Source: an optimization exercise on an open RTL-to-GDS flow (aim: small area, a short achievable clock period and few clock cycles). Production flows keep margins and buffers that such runs may drop.
Function was checked by simulation only, so behaviour that the tests miss may differ from the original.
Power is estimated from default activity; no workload was simulated.

==> flow/design.v <==
package dcache_pkg;
    typedef logic [32-1:0] word_t;
    typedef struct packed {
        logic [26-1:0] tag;
        logic [3-1:0] idx;
        logic                     blkoff;
        logic [1:0]               bytoff;
    } dcache_addr_t;
    typedef struct packed {
        logic                               valid;
        logic                               dirty;
        logic [26-1:0]           tag;
        word_t [2-1:0]      data;
    } dcache_frame_t;
    typedef enum logic [4:0] {
        IDLE,
        WB_ONE,
        WB_TWO,
        FILL_ONE,
        FILL_TWO,
        FLUSH_CHECK,
        FLUSH_ONE,
        FLUSH_TWO,
        DONE
    } ctrl_state_t;
endpackage
module dcache_ways (
    input  logic                      CLK,
    input  logic                      n_rst,
    input  dcache_pkg::word_t         dmemaddr,
    input  logic                      dmemREN,
    input  logic                      dmemWEN,
    input  dcache_pkg::word_t         dmemstore,
    input  logic                      lookup_en,
    input  logic [3-1:0]  port_idx,
    input  logic                      port_way,
    input  logic                      port_word,
    input  logic                      clean,
    input  logic                      fill_en,
    input  logic                      fill_word,
    input  dcache_pkg::word_t         dload,
    output logic                      dhit,
    output dcache_pkg::word_t         dmemload,
    output logic                      miss,
    output logic                      victim_way,
    output logic [26-1:0]  port_tag,
    output dcache_pkg::word_t         port_data,
    output logic [1:0]                dirty_pair
);
    logic                        f_valid [2][8];
    logic                        f_dirty [2][8];
    logic [26-1:0]    f_tag   [2][8];
    dcache_pkg::word_t           f_data  [2][8][2];
    logic [8-1:0] lru;
    dcache_pkg::dcache_addr_t addr;
    logic [1:0]               way_hit;
    logic                     hit_way;
    logic                     req;
    assign addr = dcache_pkg::dcache_addr_t'(dmemaddr);
    assign req  = dmemREN | dmemWEN;
    always_comb begin
        for (int w = 0; w < 2; w++) begin
            way_hit[w] = f_valid[w][addr.idx] &&
                         (f_tag[w][addr.idx] == addr.tag);
        end
    end
    assign hit_way = ~way_hit[0];
    assign dhit = lookup_en & req & (|way_hit);
    assign miss = lookup_en & req & ~(|way_hit);
    assign dmemload = dhit ? f_data[hit_way][addr.idx][addr.blkoff] : '0;
    assign victim_way = lru[addr.idx];
    assign port_tag   = f_tag[port_way][port_idx];
    assign port_data  = f_data[port_way][port_idx][port_word];
    assign dirty_pair = {f_dirty[1][port_idx], f_dirty[0][port_idx]};
    always_ff @(posedge CLK, negedge n_rst) begin
        if (!n_rst) begin
            for (int s = 0; s < 8; s++) begin
                for (int w = 0; w < 2; w++) begin
                    f_valid[w][s]   <= 1'b0;
                    f_dirty[w][s]   <= 1'b0;
                    f_tag[w][s]     <= '0;
                    f_data[w][s][0] <= '0;
                    f_data[w][s][1] <= '0;
                end
            end
            lru <= '0;
        end else begin
            if (dhit) begin
                lru[addr.idx] <= ~hit_way;
                if (dmemWEN) begin
                    f_data[hit_way][addr.idx][addr.blkoff] <= dmemstore;
                    f_dirty[hit_way][addr.idx]             <= 1'b1;
                end
            end
            if (fill_en) begin
                f_data[victim_way][addr.idx][fill_word] <= dload;
                f_dirty[victim_way][addr.idx]           <= 1'b0;
                if (fill_word) begin
                    f_tag[victim_way][addr.idx]   <= addr.tag;
                    f_valid[victim_way][addr.idx] <= 1'b1;
                    lru[addr.idx]                      <= ~victim_way;
                end else begin
                    f_valid[victim_way][addr.idx] <= 1'b0;
                end
            end
            if (clean) begin
                f_dirty[port_way][port_idx] <= 1'b0;
            end
        end
    end
endmodule
module dcache_ctrl (
    input  logic                      CLK,
    input  logic                      n_rst,
    input  logic                      halt,
    input  dcache_pkg::word_t         dmemaddr,
    input  logic                      dmemREN,
    input  logic                      dmemWEN,
    input  logic                      miss,
    input  logic                      victim_way,
    input  logic [26-1:0]  port_tag,
    input  dcache_pkg::word_t         port_data,
    input  logic [1:0]                dirty_pair,
    input  logic                      dwait,
    output logic                      lookup_en,
    output logic [3-1:0]  port_idx,
    output logic                      port_way,
    output logic                      port_word,
    output logic                      clean,
    output logic                      fill_en,
    output logic                      fill_word,
    output logic                      flushed,
    output logic                      dREN,
    output logic                      dWEN,
    output dcache_pkg::word_t         daddr,
    output dcache_pkg::word_t         dstore
);
    dcache_pkg::ctrl_state_t  state, next_state;
    logic [3-1:0] flush_idx, next_flush_idx;
    logic                     next_dREN, next_dWEN;
    dcache_pkg::word_t        next_daddr, next_dstore;
    dcache_pkg::dcache_addr_t cur_addr;
    dcache_pkg::dcache_addr_t wb_addr;
    dcache_pkg::dcache_addr_t fill_addr;
    logic                     flushing;
    logic                     req;
    assign cur_addr = dcache_pkg::dcache_addr_t'(dmemaddr);
    assign req      = dmemREN | dmemWEN;
    assign flushing = (state == dcache_pkg::FLUSH_CHECK) ||
                      (state == dcache_pkg::FLUSH_ONE) ||
                      (state == dcache_pkg::FLUSH_TWO) ||
                      (state == dcache_pkg::DONE);
    assign port_idx  = flushing ? flush_idx : cur_addr.idx;
    assign port_way  = flushing ? ~dirty_pair[0] : victim_way;
    assign port_word = (state == dcache_pkg::WB_ONE) || (state == dcache_pkg::FLUSH_ONE);
    assign lookup_en = (state == dcache_pkg::IDLE) && !halt;
    assign fill_en   = ((state == dcache_pkg::FILL_ONE) || (state == dcache_pkg::FILL_TWO))
                       && !dwait;
    assign fill_word = (state == dcache_pkg::FILL_TWO);
    assign clean = ((state == dcache_pkg::WB_TWO) || (state == dcache_pkg::FLUSH_TWO))
                   && !dwait;
    assign flushed = (state == dcache_pkg::DONE);
    always_comb begin
        wb_addr        = '0;
        wb_addr.tag    = port_tag;
        wb_addr.idx    = port_idx;
        wb_addr.blkoff = port_word;
    end
    always_comb begin
        fill_addr        = cur_addr;
        fill_addr.blkoff = (state == dcache_pkg::FILL_ONE);
        fill_addr.bytoff = '0;
    end
    always_comb begin
        next_state     = state;
        next_flush_idx = flush_idx;
        next_dREN      = dREN;
        next_dWEN      = dWEN;
        next_daddr     = daddr;
        next_dstore    = dstore;
        case (state)
            dcache_pkg::IDLE: begin
                if (halt) begin
                    next_state = dcache_pkg::FLUSH_CHECK;
                end else if (req && miss) begin
                    if (dirty_pair[victim_way]) begin
                        next_state  = dcache_pkg::WB_ONE;
                        next_dWEN   = 1'b1;
                        next_daddr  = dcache_pkg::word_t'(wb_addr);
                        next_dstore = port_data;
                    end else begin
                        next_state = dcache_pkg::FILL_ONE;
                        next_dREN  = 1'b1;
                        next_daddr = dcache_pkg::word_t'(fill_addr);
                    end
                end
            end
            dcache_pkg::WB_ONE: begin
                if (!dwait) begin
                    next_state  = dcache_pkg::WB_TWO;
                    next_daddr  = dcache_pkg::word_t'(wb_addr);
                    next_dstore = port_data;
                end
            end
            dcache_pkg::WB_TWO: begin
                if (!dwait) begin
                    next_state  = dcache_pkg::FILL_ONE;
                    next_dWEN   = 1'b0;
                    next_dREN   = 1'b1;
                    next_daddr  = dcache_pkg::word_t'(fill_addr);
                    next_dstore = '0;
                end
            end
            dcache_pkg::FILL_ONE: begin
                if (!dwait) begin
                    next_state = dcache_pkg::FILL_TWO;
                    next_daddr = dcache_pkg::word_t'(fill_addr);
                end
            end
            dcache_pkg::FILL_TWO: begin
                if (!dwait) begin
                    next_state = dcache_pkg::IDLE;
                    next_dREN  = 1'b0;
                    next_daddr = '0;
                end
            end
            dcache_pkg::FLUSH_CHECK: begin
                if (|dirty_pair) begin
                    next_state  = dcache_pkg::FLUSH_ONE;
                    next_dWEN   = 1'b1;
                    next_daddr  = dcache_pkg::word_t'(wb_addr);
                    next_dstore = port_data;
                end else if (flush_idx == 3'(8 - 1)) begin
                    next_state = dcache_pkg::DONE;
                end else begin
                    next_flush_idx = flush_idx + 1'b1;
                end
            end
            dcache_pkg::FLUSH_ONE: begin
                if (!dwait) begin
                    next_state  = dcache_pkg::FLUSH_TWO;
                    next_daddr  = dcache_pkg::word_t'(wb_addr);
                    next_dstore = port_data;
                end
            end
            dcache_pkg::FLUSH_TWO: begin
                if (!dwait) begin
                    next_state  = dcache_pkg::FLUSH_CHECK;
                    next_dWEN   = 1'b0;
                    next_daddr  = '0;
                    next_dstore = '0;
                end
            end
            dcache_pkg::DONE: begin
                next_state = dcache_pkg::DONE;
            end
            default: begin
                next_state = dcache_pkg::IDLE;
            end
        endcase
    end
    always_ff @(posedge CLK, negedge n_rst) begin
        if (!n_rst) begin
            state     <= dcache_pkg::IDLE;
            flush_idx <= '0;
            dREN      <= 1'b0;
            dWEN      <= 1'b0;
            daddr     <= '0;
            dstore    <= '0;
        end else begin
            state     <= next_state;
            flush_idx <= next_flush_idx;
            dREN      <= next_dREN;
            dWEN      <= next_dWEN;
            daddr     <= next_daddr;
            dstore    <= next_dstore;
        end
    end
endmodule
module dcache (
    input  logic               CLK,
    input  logic               n_rst,
    input  logic               halt,
    input  logic               dmemREN,
    input  logic               dmemWEN,
    input  dcache_pkg::word_t  dmemaddr,
    input  dcache_pkg::word_t  dmemstore,
    input  logic               dwait,
    input  dcache_pkg::word_t  dload,
    output logic               dhit,
    output dcache_pkg::word_t  dmemload,
    output logic               flushed,
    output logic               dREN,
    output logic               dWEN,
    output dcache_pkg::word_t  daddr,
    output dcache_pkg::word_t  dstore
);
    logic                     lookup_en;
    logic [3-1:0] port_idx;
    logic                     port_way;
    logic                     port_word;
    logic                     clean;
    logic                     fill_en;
    logic                     fill_word;
    logic                     miss;
    logic                     victim_way;
    logic [26-1:0] port_tag;
    dcache_pkg::word_t        port_data;
    logic [1:0]               dirty_pair;
    dcache_ways ways0 (
        .CLK        (CLK),
        .n_rst      (n_rst),
        .dmemaddr   (dmemaddr),
        .dmemREN    (dmemREN),
        .dmemWEN    (dmemWEN),
        .dmemstore  (dmemstore),
        .lookup_en  (lookup_en),
        .port_idx   (port_idx),
        .port_way   (port_way),
        .port_word  (port_word),
        .clean      (clean),
        .fill_en    (fill_en),
        .fill_word  (fill_word),
        .dload      (dload),
        .dhit       (dhit),
        .dmemload   (dmemload),
        .miss       (miss),
        .victim_way (victim_way),
        .port_tag   (port_tag),
        .port_data  (port_data),
        .dirty_pair (dirty_pair)
    );
    dcache_ctrl ctrl0 (
        .CLK        (CLK),
        .n_rst      (n_rst),
        .halt       (halt),
        .dmemaddr   (dmemaddr),
        .dmemREN    (dmemREN),
        .dmemWEN    (dmemWEN),
        .miss       (miss),
        .victim_way (victim_way),
        .port_tag   (port_tag),
        .port_data  (port_data),
        .dirty_pair (dirty_pair),
        .dwait      (dwait),
        .lookup_en  (lookup_en),
        .port_idx   (port_idx),
        .port_way   (port_way),
        .port_word  (port_word),
        .clean      (clean),
        .fill_en    (fill_en),
        .fill_word  (fill_word),
        .flushed    (flushed),
        .dREN       (dREN),
        .dWEN       (dWEN),
        .daddr      (daddr),
        .dstore     (dstore)
    );
endmodule
==> flow/run.sh <==
#!/bin/bash
# synth_recipe.tcl (not shown) runs the flow's synth.tcl, then flattens the netlist and writes it again
# the make line also repeats each setting of config.mk as NAME=value (left out here)
make -C /OpenROAD-flow-scripts/flow DESIGN_CONFIG=/design/flow/config.mk WORK_HOME=/design/flow/orfs CLKGATE_MAP_FILE= SYNTH_SCRIPT=/design/flow/synth_recipe.tcl finish
==> flow/config.mk <==
export PLATFORM = sky130hd
export DESIGN_NAME = dcache
export DESIGN_NICKNAME = dcache
export VERILOG_FILES = /design/flow/design.v
export SDC_FILE = /design/flow/constraint.sdc
export NUM_CORES = 4
export LEC_CHECK = 0
export CAP_MARGIN = 20
export CELL_PAD_IN_SITES_DETAIL_PLACEMENT = 1
export CELL_PAD_IN_SITES_GLOBAL_PLACEMENT = 2
export CORE_MARGIN = 2
export CORE_UTILIZATION = 25
export PLACE_DENSITY = 0.35
export SLEW_MARGIN = 20
==> flow/constraint.sdc <==
create_clock -name core_clock -period 10.0 [get_ports {CLK}]
set_input_delay 2.0000 -clock core_clock [delete_from_list [all_inputs] [get_ports {CLK}]]
set_output_delay 2.0000 -clock core_clock [all_outputs]
set_load 0.01 [all_outputs]
==> flow_metrics.env <==
export IMPL_status="timing/DRC/antenna clean"
export IMPL_vias=90000
export IMPL_start_kind="primary input"
export IMPL_clkPwrFrac_pct=28.2
export IMPL_clock_latency_ps=960
export IMPL_period_share_pct=98.8
export IMPL_cts_root_buf="clkbuf_16"
export IMPL_cp_arrival_ps=7880
export IMPL_final_core_util_pct=29.9
export IMPL_min_to="ctrl0.daddr[5]"
export IMPL_min_path_cells=2
export IMPL_syn_area_sq_um=88400
export IMPL_clock_path_buffers=4
export IMPL_setup_ws_ps=123
export IMPL_dr_pass1_iters=9
export IMPL_setup_violations=0
export IMPL_tightest_slew_ps=1240
export IMPL_grt_overflow=0
export IMPL_cap_violations=0
export IMPL_fmax_ghz=0.101
export IMPL_place_congestion=0.850
export IMPL_nNetsFinal=9821
export IMPL_skew_ps=46.8
export IMPL_max_vdd_ir_drop_mv=0.168
export IMPL_intPower_mw=15.8
export IMPL_yosysTopAreaCellShare_pct=43.9
export IMPL_drc=0
export IMPL_die_h_um=599
export IMPL_hold_viol=0
export IMPL_cts_made_buffers=215
export IMPL_core_sq_um=352000
export IMPL_yosysWarnings=6
export IMPL_cts_tree="built"
export IMPL_initialDrtViolationCount=11100
export IMPL_hold_buffers=0
export IMPL_p_sw_mw=12.8
export IMPL_ff2ff_path_depth=12
export IMPL_cts_sinks=1551
export IMPL_final_max_slew_viol_count=0
export IMPL_synth_edf_count=0
export IMPL_synth_top_area_cell="dfrtp_1"
export IMPL_hp_class="flip-flop to flip-flop"
export IMPL_synth_top_cells_by_area="dfrtp_1 (44%), mux2i_1 (7.3%), mux2_2 (5.7%), nand2_1 (5.5%), a22oi_1 (4.5%)"
export IMPL_synth_flop_cell="dfrtp_1"
export IMPL_p_sw_share_pct=44.7
export IMPL_vias_per_cell=6.15
export IMPL_place_hpwl_um=404000
export IMPL_std_cell_rows=218
export IMPL_pre_cts_ws_ps=-468
export IMPL_die_x_um=599
export IMPL_seqPwrFrac_pct=35.6
export IMPL_synth_most_common_cell="dfrtp_1"
export IMPL_synth_seq_cells=1551
export IMPL_path_clk_slew_ps=60
export IMPL_fin_setup_tns_ps=0
export IMPL_htreeDepth=4
export IMPL_ys_seq_area_share_pct=43.9
export IMPL_postRouteAntennaNets=0
export IMPL_worst_endpoint_required_ps=8000
export IMPL_drive_gt1_share_pct=14.9
export IMPL_synth_common_cells="dfrtp_1 (1,551), nand2_1 (1,300), nor2_1 (905)"
export IMPL_p_per_area_nw_per_um2=271
export IMPL_grt_pass1_vias=89800
export IMPL_antenna_found_initial=55
export IMPL_timing_rr_end="ctrl0.dstore[30]"
export IMPL_synth_cells=9888
export IMPL_dieArea_sq_um=358000
export IMPL_crit_type="primary input to output port"
export IMPL_rsz0062_at_grt="no"
export IMPL_grt_usage_pct=36.6
export IMPL_area_growth_syn_to_layout_pct=19.1
export IMPL_r2r_start="ctrl0.state[1]"
export IMPL_routedWlPerCell_um=45.9
export IMPL_synth_cell_types=81
export IMPL_worstSetupEndpointType="output port"
export IMPL_ys_async_sr_fraction_pct=100
export IMPL_postSynthAreaPerCell_sq_um=8.94
export IMPL_io_buffers=197
export IMPL_floorplan_initialDensity_pct=25.1
export IMPL_min_delay_start="ctrl0.daddr[5]"
export IMPL_period_minus_slack_ps=9880
export IMPL_whs_ps=477
export IMPL_p_comb_share_pct=36.3
export IMPL_relSlewSlack_pct=17.0
export IMPL_io_pin_count=202
export IMPL_grt_pass1_wl_um=891000
export IMPL_wirelength_um=672000
export IMPL_p_leak_nw=46.8
export IMPL_cp_max_fo=47
export IMPL_grt_max_degree=150
export IMPL_r2r_setup_slack_ps=3240
-- layer usage --
metal | track usage, % | wire, um | vias up
met1 | 47.6 | 283000 | 48300
met3 | 5.46 | 41000 | 1149
met4 | 16.3 | 33200 | 10
met5 | 0.241 | 184 | -
met2 | 59.9 | 314000 | 4252
li1 | - | - | 36300
-- worst max-delay path: stages --
cell	delay (ps)
dlygate4sd2_1	420
inv_1	110
ha_1	260
ha_4	200
or4_2	600
buf_4	370
nor2_1	180
a31oi_1	80
xnor2_2	420
buf_4	200
nand3_1	70
buf_4	180
nor4_1	190
buf_4	220
nand4_1	160
buf_12	210
a21o_4	380
buf_4	210
a211oi_1	530
buf_4	250
clkdlybuf4s50_1	550
-- metrics by stage --
stage,power (mW),area (sq um),std cells
final,28.6,105000,14600
after global routing,29.5,105000,14600
after CTS,28.5,105000,14600
after detailed placement,20.3,98200,14200
after global placement,20.2,98000,14200
after floorplan,14.1,88400,9889
-- power by group through the flow --
stage / Clock (mW) / Combinational (mW) / Sequential [mW]
after CTS: 8.19 / 10.2 / 10.1
after detailed placement: 0 / 10.2 / 10.2
final: 8.04 / 10.4 / 10.2
after global routing: 8.42 / 10.7 / 10.3
after floorplan: 0 / 4.75 / 9.32
after global placement: 0 / 10.0 / 10.2
-- layout by cell type (no fill, tap or decap), drive strengths merged, types with 12 or more instances in the layout --
master,synthesis,layout
buf,288,533
mux2,449,449
nor3,90,90
clkbuf,824,341
nand2,1302,1302
and2,15,15
diode,0,21
o21ai,484,484
dfrtp,1551,1551
xnor2,19,19
nand3,572,572
clkinv,2,29
nand2b,18,18
o2111ai,17,17
a221oi,190,190
a221o,35,35
nor4,22,22
a21o,16,16
a21oi,572,572
o31ai,24,24
mux2i,645,645
a2111oi,23,23
o32ai,12,12
a211oi,41,41
and3,23,23
o211ai,28,28
o22ai,51,51
a31oi,544,544
o221ai,41,41
nor2b,14,14
or3,15,15
inv,33,37
a22oi,526,526
a222oi,172,172
nor2,906,906
a22o,123,123
a41oi,13,13
clkdlybuf4s50,0,183
nand4,94,94
-- logic make-up (layout without fill, tap and decap cells) --
| family | after synthesis | count (layout) | share of synthesized area (%) |
|---|---|---|---|
| other | 1 | 23 | 0.00424 |
| adders and majority gates | 8 | 8 | 0.113 |
| muxes | 1096 | 1096 | 13.1 |
| and+or+nand+nor | 3090 | 3090 | 14.8 |
| xor gates and xnor gates | 26 | 26 | 0.258 |
| DFF | 1551 | 1551 | 43.9 |
| AOI/OAI and AO/OA | 2969 | 2969 | 22.7 |
| buffers and inverters | 1147 | 1135 | 5.20 |
-- what timing repair did --
item                                    in CTS  in global routing
resized for setup                            6                  0
endpoints found under the setup margin      30                  0
setup buffers                                0                  0
-- flip-flops by register name (all words and copies together) (netlist names), 4 cells and up --
register / cells
ctrl0.daddr: 30
ways0.f_dirty: 16
ways0.f_tag: 416
ways0.f_data: 1024
ctrl0.dstore: 32
ways0.lru: 8
ctrl0.state: 4
ways0.f_valid: 16
-- cell type report --
| class | instances | area, sq um |
|---|---|---|
| Antenna cell | 21 | 52.6 |
| Clock buffer | 341 | 6470 |
| Clock inverter | 42 | 514 |
| Fill cell | 39800 | 247000 |
| Inverter | 35 | 131 |
| Multi-Input combinational cell | 7191 | 46200 |
| Sequential cell | 1551 | 38800 |
| Tap cell | 4730 | 5920 |
| Timing Repair Buffer | 717 | 7210 |
-- worst max-delay path by stage --
stage,to,from,depth (start not counted)
after floorplan,dmemload[14],dmemaddr[3],17
after global placement,dmemload[1],dmemaddr[4],23
after detailed placement,dmemload[14],dmemaddr[4],21
after CTS,dmemload[24],dmemaddr[4],21
after global routing,dmemload[24],dmemaddr[4],18
final,dmemload[24],dmemaddr[4],21
Testbench counts, summed over its fixed seeds: cycles 16,718.

-- port drivers added, routing unchanged --
Ports are ideal in the flow. The routed layout listed here was re-timed in OpenROAD. Step 1: set_driving_cell puts a clkbuf_16 on CLK and a buf_2 on each other input, an assumption about the parent block. Step 2 adds t to the input delays and takes it off the output delays; t is the mean of the earliest and latest rising clock arrival at the registers after step 1. Input paths then give back, and output paths get back, about the clock's delay inside the block. Slacks: ideal / step 1 / step 2; pairs: ideal / step 1.
t, ns: 1.047
slack for setup (ns): 0.123 / 0.086 / 0.086
hold WS [ns]: 0.477 / 0.477 / 0.477
worst setup path after step 2: input to output
worst register clock-pin slew, ns: 0.07 / 0.07
After both steps this run still meets setup and hold. The setup slack of this run moves by -0.037 ns with the drivers and by -0.037 ns with both steps.
